Background: an optimization exercise with open tools, aiming at small area, a short achievable clock period and few clock cycles. Do not read the settings as production practice.
Only simulation tests tie the RTL to the original design; equivalence was not proved.
Power and IR drop assume default switching activity.

==> flow/design.v (excerpt) <==
module rnn_cell_engine #(
    parameter int HID  = 64,
    parameter int XW   = 32,
    parameter int DW   = 20,
    parameter int FRAC = 16,
    parameter int ACC  = 44,
    parameter int AW   = 17
) (
    input  logic          clk,
    input  logic          reset,
    input  logic          ready,
    input  logic          act_mode,
    input  logic [XW-1:0] idata,
    input  logic [DW-1:0] mdata_r,
    output logic          busy,
    output logic          done,
    output logic          i_en,
    output logic          mce,
    output logic [2:0]    msel,
    output logic [AW-1:0] maddr,
    output logic [DW-1:0] mdata_w
);
    localparam logic [2:0] SEL_CFG  = 3'b100;
    localparam logic [2:0] SEL_BIAS = 3'b001;
    localparam logic [2:0] SEL_WX   = 3'b000;
    localparam logic [2:0] SEL_WH   = 3'b010;
    localparam logic [2:0] SEL_HOUT = 3'b101;
    localparam logic [2:0] ST_IDLE = 3'd0;
    localparam logic [2:0] ST_CFG  = 3'd1;
    localparam logic [2:0] ST_W1   = 3'd2;
    localparam logic [2:0] ST_W2   = 3'd3;
    localparam logic [2:0] ST_CFGT = 3'd4;
    localparam logic [2:0] ST_BND  = 3'd5;
    localparam logic [2:0] ST_WIN  = 3'd6;
    localparam logic [1:0] TK_NONE = 2'd0;
    localparam logic [1:0] TK_ONE  = 2'd1;    
    localparam logic [1:0] TK_WH   = 2'd2;    
    logic [2:0]  st_q, st_d;
    logic        busy_q, busy_d, done_q, done_d, ien_q, ien_d, mce_q, mce_d;
    logic [2:0]  msel_q, msel_d;
    logic [16:0] maddr_q, maddr_d;
    logic        mode_q, mode_d;
    logic [5:0]  ph_q;
    logic [19:0] tleft_q, tleft_d;
    logic [10:0] taddr_q, taddr_d;
    logic        t0_q, t0_d, hp_q, hp_d, more_q, more_d, par_q, par_d;
    logic [2:0]  b_q, b_d;
    logic [6:0]  o_q, o_d;
    logic [5:0]  n_q, n_d;
    logic [6:0]  len_q, len_d, lm1_q, lm1_d;
    logic [5:0]  icur_q, icur_d, iprev_q, iprev_d;
    logic        bpend_q, bpend_d, wpend_q, wpend_d;
    logic [31:0] xrem_q, xrem_d;
    logic [5:0]  pop_q, pop_d;
    logic [6:0]  z_q, z_d;
    logic        nz_q;
    logic        strobe;
    logic [1:0]  tk_kind_d, tk1_kind_q, tk2_kind_q;
    logic        tk_first_d, tk1_first_q, tk2_first_q, first3_q;
  ...
For scale: about 5400 cells after synthesis, ~2700 flip-flops.
clock: 14.0 ns
lec_check: 0
cap_margin: 20
core_margin: 2
core_utilization: 40
slew_margin: 20
run.sh (not shown) runs the stock make flow with config.mk's settings and CLKGATE_MAP_FILE= SYNTH_SCRIPT=/design/flow/synth_recipe.tcl, a recipe that flattens the netlist after the stock synthesis.
The starting point finished with timing, DRC and antenna clean.
Testbench counts at the start, summed over its fixed seeds: cycles 993,632.
Edit:
==> flow/flow/run.sh (new file) <==
#!/bin/bash
set -euo pipefail
bash standard.sh SETUP_SLACK_MARGIN=10 "BUFFER_PORTS_ARGS=-buffer_cell sky130_fd_sc_hd__buf_4" "CTS_ARGS=-sink_clustering_enable -repair_clock_nets -dont_use_dummy_load" finish > make_finish.log 2>&1
==> flow/standard.sh (new file) <==
#!/bin/bash
# synth_recipe.tcl (not shown) runs the flow's synth.tcl, then flattens the netlist and writes it again
# the make line also repeats each setting of config.mk as NAME=value (left out here)
make -C /OpenROAD-flow-scripts/flow DESIGN_CONFIG=/design/flow/config.mk WORK_HOME=/design/flow/orfs CLKGATE_MAP_FILE= SYNTH_SCRIPT=/design/flow/synth_recipe.tcl "${@:-finish}"
removed: flow/run.sh
Outcome: Total power fell by 8.7%; routed wire length fell by 1.3%; die area stays the same; final cell count fell by 2.5%.

---

== run A ==
Starting RTL as in the previous note.
export LEC_CHECK = 0
export CAP_MARGIN = 20
export CORE_MARGIN = 2
export CORE_UTILIZATION = 40
export SLEW_MARGIN = 20
create_clock -name core_clock -period 14.0 [get_ports {clk}]
standard.sh (not shown) runs the stock make flow with config.mk's settings and CLKGATE_MAP_FILE= SYNTH_SCRIPT=/design/flow/synth_recipe.tcl, a recipe that flattens the netlist after the stock synthesis.
==> flow/flow/run.sh <==
#!/bin/bash
set -euo pipefail
bash standard.sh SETUP_SLACK_MARGIN=10 "BUFFER_PORTS_ARGS=-buffer_cell sky130_fd_sc_hd__buf_4" "CTS_ARGS=-sink_clustering_enable -repair_clock_nets -dont_use_dummy_load -sink_clustering_size 36 -sink_clustering_max_diameter 45" finish > make_finish.log 2>&1
Testbench counts of run A, summed over its fixed seeds: cycles 993,632.
## Diff of input files: run B against run A
==> flow/flow/run.sh <==
#!/bin/bash
set -euo pipefail
bash standard.sh SETUP_SLACK_MARGIN=10 "BUFFER_PORTS_ARGS=-buffer_cell sky130_fd_sc_hd__buf_4" "CTS_ARGS=-sink_clustering_enable -repair_clock_nets -dont_use_dummy_load -sink_clustering_size 30 -sink_clustering_max_diameter 50" finish > make_finish.log 2>&1
Results
- From run A to run B the numbers moved as follows: violation count after the first detailed-routing iteration went up, non-clock buffer count in the final layout decreased 4.
- Summed area of non-filler cells in the final layout in run B is 1.2% lower than in run A
- On clock skew: run B sits above run A.
- Diff run A -> run B | layout clock buffer count | decrease of 20%
Input-level comparison between run C and run B:
==> flow/flow/run.sh <==
#!/bin/bash
set -euo pipefail
bash standard.sh SETUP_SLACK_MARGIN=10 "BUFFER_PORTS_ARGS=-buffer_cell sky130_fd_sc_hd__buf_4" "CTS_ARGS=-sink_clustering_enable -repair_clock_nets -dont_use_dummy_load -sink_clustering_size 20 -sink_clustering_max_diameter 40 -sink_clustering_buffer sky130_fd_sc_hd__clkbuf_8" finish > make_finish.log 2>&1
--- outcome ---
Register fraction of the total cell area (run C over run B): decrease, 0.42 points. Against run B, run C comes in 0.70 points higher on relative area change from synthesis to final layout. Comparing run B against run C, there is no change at all in number of antenna violations at the first check in global routing.

---

Another version of the RTL of rnn_cell_engine (not shown whole).
Size: ~5300 cells after synthesis, ~100 I/O pins, ~73000 sq um of cells after synthesis.
Design rnn_cell_engine, start of the top module:
module rnn_cell_engine #(
    parameter int HID  = 64,
    parameter int XW   = 32,
    parameter int DW   = 20,
    parameter int FRAC = 16,
    parameter int ACC  = 44,
    parameter int AW   = 17
) (
    input  logic          clk,
    input  logic          reset,
    input  logic          ready,
    input  logic          act_mode,
    input  logic [XW-1:0] idata,
    input  logic [DW-1:0] mdata_r,
    output logic          busy,
    output logic          done,
    output logic          i_en,
    output logic          mce,
    output logic [2:0]    msel,
    output logic [AW-1:0] maddr,
    output logic [DW-1:0] mdata_w
);
    localparam logic [2:0] SEL_CFG  = 3'b100;
    localparam logic [2:0] SEL_BIAS = 3'b001;
    localparam logic [2:0] SEL_WX   = 3'b000;
    localparam logic [2:0] SEL_WH   = 3'b010;
    localparam logic [2:0] SEL_HOUT = 3'b101;
    localparam logic [2:0] ST_IDLE = 3'd0;
  ...
==> flow/config.mk <==
export PLATFORM = sky130hd
export DESIGN_NAME = rnn_cell_engine
export DESIGN_NICKNAME = rnn_cell_engine
export VERILOG_FILES = /design/flow/design.v
export SDC_FILE = /design/flow/constraint.sdc
export NUM_CORES = 4
export LEC_CHECK = 0
export CAP_MARGIN = 20
export CORE_MARGIN = 2
export CORE_UTILIZATION = 40
export SLEW_MARGIN = 20
==> flow/constraint.sdc <==
create_clock -name core_clock -period 14.0 [get_ports {clk}]
set_input_delay 2.8000 -clock core_clock [delete_from_list [all_inputs] [get_ports {clk}]]
set_output_delay 2.8000 -clock core_clock [all_outputs]
set_load 0.01 [all_outputs]
==> flow/flow/run.sh <==
#!/bin/bash
# The standard ORFS layout (bash standard.sh), with changes only to how it is optimised;
# the design, the 14 ns clock period and the I/O constraints are unchanged:
#  - repair_timing aims for a setup slack of SETUP_SLACK_MARGIN ns instead of 0, so it keeps
#    improving the critical paths below the 14 ns period;
#  - the port buffers are buf_4 cells instead of the delay buffer buffer_ports picks;
#  - clock tree synthesis clusters up to 30 sinks within 50 um per leaf buffer and inserts
#    no dummy loads.
# make's full output goes to make_finish.log; ORFS keeps each step's log under orfs/logs/.
set -euo pipefail
bash standard.sh SETUP_SLACK_MARGIN=10 \
  "BUFFER_PORTS_ARGS=-buffer_cell sky130_fd_sc_hd__buf_4" \
  "CTS_ARGS=-sink_clustering_enable -repair_clock_nets -dont_use_dummy_load -sink_clustering_size 30 -sink_clustering_max_diameter 50" \
  finish > make_finish.log 2>&1
Testbench counts at the start, summed over its fixed seeds: cycles 993,632.
Edit:
--- a/flow/flow/run.sh
+++ b/flow/flow/run.sh
@@ -11 +11 @@
-bash standard.sh SETUP_SLACK_MARGIN=10 \
+bash standard.sh SETUP_SLACK_MARGIN=10 CORE_UTILIZATION=55 PLACE_DENSITY=0.65 \
The changed run finished with timing, DRC and antenna clean.
Count of clock-buffer cells in the layout drops by 7.
Utilization goes up by 16 points.
Cell area went down by 1.2%.
Clock power drops by about 3%.
Die area falls by 27%.
Routed wire length went down by 1.4%.
Sequential power barely changes.
Synthesized cell count does not change.

---

nickel:
Another version of the RTL of rnn_cell_engine (not shown whole).
Size in the first run: about 2700 flip-flops, roughly 0.074 mm2 of cells after synthesis.
## rnn_cell_engine
module rnn_cell_engine #(
    parameter int HID  = 64,
    parameter int XW   = 32,
    parameter int DW   = 20,
    parameter int FRAC = 16,
    parameter int ACC  = 44,
    parameter int AW   = 17
) (
    input  logic          clk,
    input  logic          reset,
    input  logic          ready,
    input  logic          act_mode,
    input  logic [XW-1:0] idata,
    input  logic [DW-1:0] mdata_r,
    output logic          busy,
    output logic          done,
    output logic          i_en,
    output logic          mce,
    output logic [2:0]    msel,
    output logic [AW-1:0] maddr,
    output logic [DW-1:0] mdata_w
);
export LEC_CHECK = 0
export CAP_MARGIN = 20
export CORE_MARGIN = 2
export CORE_UTILIZATION = 40
export SLEW_MARGIN = 20
create_clock -name core_clock -period 14.0 [get_ports {clk}]
==> flow/flow/run.sh <==
#!/bin/bash
# The standard ORFS layout (bash standard.sh), with changes only to how it is optimised;
# the design, the 14 ns clock period and the I/O constraints are unchanged:
#  - repair_timing aims for a setup slack of SETUP_SLACK_MARGIN ns instead of 0, so it keeps
#    improving the critical paths below the 14 ns period;
#  - the port buffers are buf_4 cells instead of the delay buffer buffer_ports picks;
#  - clock tree synthesis clusters up to 30 sinks within 50 um per leaf buffer and inserts
#    no dummy loads.
# make's full output goes to make_finish.log; ORFS keeps each step's log under orfs/logs/.
set -euo pipefail
bash standard.sh SETUP_SLACK_MARGIN=10 CORE_UTILIZATION=70 PLACE_DENSITY=0.78 \
  "BUFFER_PORTS_ARGS=-buffer_cell sky130_fd_sc_hd__buf_4" \
  "CTS_ARGS=-sink_clustering_enable -repair_clock_nets -dont_use_dummy_load -sink_clustering_size 30 -sink_clustering_max_diameter 50" \
  finish > make_finish.log 2>&1
Testbench counts of nickel, summed over its fixed seeds: cycles 993,664.
#### Input delta (fjord over nickel)
==> flow/flow/run.sh <==
#!/bin/bash
# The standard ORFS layout (bash standard.sh), with changes only to how it is optimised;
# the design, the 14 ns clock period and the I/O constraints are unchanged:
#  - repair_timing aims for a setup slack of SETUP_SLACK_MARGIN ns instead of 0, so it keeps
#    improving the critical paths below the 14 ns period;
#  - the port buffers are buf_2 cells instead of the delay buffer buffer_ports picks;
#  - clock tree synthesis clusters up to 30 sinks within 50 um per leaf buffer and inserts
#    no dummy loads.
# make's full output goes to make_finish.log; ORFS keeps each step's log under orfs/logs/.
set -euo pipefail
bash standard.sh SETUP_SLACK_MARGIN=10 \
  "BUFFER_PORTS_ARGS=-buffer_cell sky130_fd_sc_hd__buf_2" \
  "CTS_ARGS=-sink_clustering_enable -repair_clock_nets -dont_use_dummy_load -sink_clustering_size 30 -sink_clustering_max_diameter 50" \
  finish > make_finish.log 2>&1
[summary]
- Compared with nickel, in fjord global router's overall resource usage lower, first-pass GRT wire length -36000 um.
- For post-route clock period utilization, fjord and nickel come out practically identical.
- When fjord is measured against nickel, its final core utilization turns out 32 points lower.
- On met3 capacity usage during global routing, the lower figure sits with fjord, not nickel.
- Standby leakage power across fjord and nickel: no real change.
- Clock skew: higher on nickel
- fjord vs nickel: routed wire length down by more than 10%
Edits applied to the flow inputs when going from fjord to maple:
diff --git a/flow/flow/run.sh b/flow/flow/run.sh
--- a/flow/flow/run.sh
+++ b/flow/flow/run.sh
@@ -4,5 +4,5 @@
 #  - repair_timing aims for a setup slack of SETUP_SLACK_MARGIN ns instead of 0, so it keeps
 #    improving the critical paths below the 14 ns period;
-#  - the port buffers are buf_2 cells instead of the delay buffer buffer_ports picks;
+#  - the port buffers are buf_4 cells instead of the delay buffer buffer_ports picks;
 #  - clock tree synthesis clusters up to 30 sinks within 50 um per leaf buffer and inserts
 #    no dummy loads.
@@ -10,5 +10,5 @@
 set -euo pipefail
 bash standard.sh SETUP_SLACK_MARGIN=10 \
-  "BUFFER_PORTS_ARGS=-buffer_cell sky130_fd_sc_hd__buf_2" \
+  "BUFFER_PORTS_ARGS=-buffer_cell sky130_fd_sc_hd__buf_4" \
   "CTS_ARGS=-sink_clustering_enable -repair_clock_nets -dont_use_dummy_load -sink_clustering_size 30 -sink_clustering_max_diameter 50" \
   finish > make_finish.log 2>&1
==> comparison <==
Relative to fjord, the clock insertion delay at the later pin of the skew report of maple is lower by 30 ps.
Non-clock buffer count of maple falls short of that of fjord slightly.
Diff fjord -> maple | clock-buffer cell count | decrease of 7
Relative to fjord, clock network area share has gone down in maple.
maple vs. fjord: total die area has remained practically unchanged; final wirelength now sits lower; area of all sequential standard cells flat.
[compare] base=fjord new=maple: tap cell instance count stayed essentially flat, cell area after layout comparable.
> inputs changed (maple -> quartz)
==> flow/flow/run.sh <==
#!/bin/bash
set -euo pipefail
K=(SETUP_SLACK_MARGIN=10 "BUFFER_PORTS_ARGS=-buffer_cell sky130_fd_sc_hd__buf_2" "CTS_ARGS=-sink_clustering_enable -repair_clock_nets -dont_use_dummy_load -sink_clustering_size 30 -sink_clustering_max_diameter 50")
bash standard.sh "${K[@]}" place > make_place.log 2>&1
openroad -exit flow/move_outregs.tcl > move_outregs.log 2>&1
bash standard.sh "${K[@]}" finish > make_finish.log 2>&1
==> flow/flow/move_outregs.tcl (new file) <==
# Move every flip-flop that drives an output port's buffer (and nothing else) onto that buffer,
# then legalise: the register-to-port path then has no long wire. Run on 3_place.odb.
set odb orfs/results/sky130hd/rnn_cell_engine/base/3_place.odb
read_db $odb
set block [ord::get_db_block]
set moved 0
foreach bt [$block getBTerms] {
  if {[$bt getIoType] ne "OUTPUT"} { continue }
  set net [$bt getNet]
  if {$net eq "NULL"} { continue }
  set buf ""
  foreach it [$net getITerms] {
    if {[$it isOutputSignal]} { set buf [$it getInst] }
  }
  if {$buf eq ""} { continue }
  set src ""
  foreach it [$buf getITerms] {
    if {[$it isInputSignal]} { set in [$it getNet] }
  }
  if {![info exists in] || $in eq "NULL"} { continue }
  set loads 0
  foreach it [$in getITerms] {
    if {[$it isOutputSignal]} { set src [$it getInst] } else { incr loads }
  }
  unset in
  if {$src eq "" || $loads != 1} { continue }
  if {![string match "*dfxtp*" [[$src getMaster] getName]]} { continue }
  set bl [$buf getLocation]
  $src setLocation [lindex $bl 0] [lindex $bl 1]
  incr moved
}
puts "moved $moved output registers"
detailed_placement
check_placement -verbose
write_db $odb
### Flow results
Delta (quartz minus maple): combinational group share of total power did not really move, worst setup slack did not really move.
Comparing the two runs side by side, quartz comes out behind maple on wire length of the first global-routing pass.
When quartz is set beside maple, its total number of vias turns out to be 236 larger.
Total leakage power essentially unchanged between maple and quartz.
Between maple and quartz, the number of enable flip-flop cells after synthesis does not differ in any meaningful way.
The lower overall routed net length of quartz and maple is in maple.
Delta (quartz minus maple): length in cells of the worst reg-to-reg path lost 2; power per cell area comparable; maximum single-stage delay on the critical path stayed essentially flat; initial antenna violation count saw an increase.

---

Another version of the RTL of rnn_cell_engine (not shown whole).
Size: about 5300 cells after synthesis, ~2700 flip-flops, about 100 I/O pins.
==> flow/config.mk <==
export PLATFORM = sky130hd
export DESIGN_NAME = rnn_cell_engine
export DESIGN_NICKNAME = rnn_cell_engine
export VERILOG_FILES = /design/flow/design.v
export SDC_FILE = /design/flow/constraint.sdc
export NUM_CORES = 4
export LEC_CHECK = 0
export CAP_MARGIN = 20
export CORE_MARGIN = 2
export CORE_UTILIZATION = 40
export SLEW_MARGIN = 20
==> flow/constraint.sdc <==
create_clock -name core_clock -period 14.0 [get_ports {clk}]
set_input_delay 2.8000 -clock core_clock [delete_from_list [all_inputs] [get_ports {clk}]]
set_output_delay 2.8000 -clock core_clock [all_outputs]
set_load 0.01 [all_outputs]
==> flow/flow/run.sh <==
#!/bin/bash
# The standard ORFS layout (bash standard.sh), with changes only to how it is optimised;
# the design, the 14 ns clock period and the I/O constraints are unchanged:
#  - repair_timing aims for a setup slack of SETUP_SLACK_MARGIN ns instead of 0, so it keeps
#    improving the critical paths below the 14 ns period;
#  - the port buffers are buf_2 cells instead of the delay buffer buffer_ports picks;
#  - clock tree synthesis clusters up to 30 sinks within 50 um per leaf buffer and inserts
#    no dummy loads.
# make's full output goes to make_finish.log; ORFS keeps each step's log under orfs/logs/.
set -euo pipefail
bash standard.sh SETUP_SLACK_MARGIN=10 CORE_UTILIZATION=50 PLACE_DENSITY=0.65 \
  "BUFFER_PORTS_ARGS=-buffer_cell sky130_fd_sc_hd__buf_2" \
  "CTS_ARGS=-sink_clustering_enable -repair_clock_nets -dont_use_dummy_load -sink_clustering_size 30 -sink_clustering_max_diameter 50" \
  finish > make_finish.log 2>&1
Testbench counts at the start, summed over its fixed seeds: cycles 993,664.
Change:
--- a/flow/flow/run.sh
+++ b/flow/flow/run.sh
@@ -6,2 +6,3 @@
 #  - the port buffers are buf_2 cells instead of the delay buffer buffer_ports picks;
+#  - the core is filled to 50% instead of 40%, placement density 0.65;
 #  - clock tree synthesis clusters up to 30 sinks within 50 um per leaf buffer and inserts
=>
- The changed run went through all stages and came out clean
- critical path depth is unchanged
- utilization stays the same
- cell area stays the same
- cell count does not change
- non-clock buffer count is unchanged
- clock power barely changes
- global-route usage is unchanged
Change:
--- a/flow/flow/run.sh
+++ b/flow/flow/run.sh
@@ -6,3 +6,2 @@
 #  - the port buffers are buf_2 cells instead of the delay buffer buffer_ports picks;
-#  - the core is filled to 50% instead of 40%, placement density 0.65;
 #  - clock tree synthesis clusters up to 30 sinks within 50 um per leaf buffer and inserts
@@ -11,3 +10,3 @@
 set -euo pipefail
-bash standard.sh SETUP_SLACK_MARGIN=10 CORE_UTILIZATION=50 PLACE_DENSITY=0.65 \
+bash standard.sh SETUP_SLACK_MARGIN=10 \
   "BUFFER_PORTS_ARGS=-buffer_cell sky130_fd_sc_hd__buf_2" \
- count of clock-buffer cells in the layout grows by 2
- total power barely changes
- via count shrinks slightly
- routed wire length stays flat

static timing again, ports no longer ideal:
The results above use ideal ports. As a check the final layouts listed here were re-extracted and re-timed, cells and wires unchanged.
Step 1 (the two cells are an assumption about what drives the block):
set clk [get_ports {clk}]
set_driving_cell -lib_cell sky130_fd_sc_hd__clkbuf_16 $clk
set_driving_cell -lib_cell sky130_fd_sc_hd__buf_2 [delete_from_list [all_inputs] $clk]
Step 2 also shifts input and output timing later by t, the mid clock arrival at the registers, as if the neighbouring blocks saw the same clock.
Slacks: ideal ports / drivers / drivers and shift; pairs: ideal ports / drivers.
run	t, ns	setup slack, ns	slew at the worst register clock pin (ns)	worst data-port slew with drivers (ns)	pins driven straight from the clock port
the first run of note 1	0.905	9.338 / 9.258 / 9.709	0.07 / 0.07	0.06	1
the second run of note 1	0.860	9.894 / 9.814 / 10.186	0.07 / 0.07	0.06	1
run A	0.853	9.873 / 9.793 / 10.157	0.10 / 0.10	0.06	1
run B	0.833	9.897 / 9.817 / 10.162	0.10 / 0.10	0.06	1
run C	0.896	9.824 / 9.745 / 10.174	0.11 / 0.11	0.06	1
the first run of note 3	0.836	9.882 / 9.799 / 9.922	0.10 / 0.10	0.06	1
the second run of note 3	0.828	9.896 / 9.817 / 9.935	0.10 / 0.10	0.07	1
nickel	0.830	9.943 / 9.869 / 9.960	0.13 / 0.13	0.06	1
fjord	0.855	9.949 / 9.866 / 10.153	0.11 / 0.11	0.04	1
maple	0.841	9.941 / 9.857 / 10.160	0.10 / 0.10	0.04	1
quartz	0.830	9.940 / 9.862 / 10.096	0.10 / 0.10	0.04	1
the first run of note 5	0.828	9.942 / 9.864 / 9.911	0.10 / 0.10	0.11	1
the second run of note 5	0.828	9.942 / 9.864 / 9.911	0.10 / 0.10	0.11	1
the third run of note 5	0.848	9.898 / 9.820 / 9.968	0.10 / 0.10	0.05	1
After both steps every run listed still meets setup and hold.
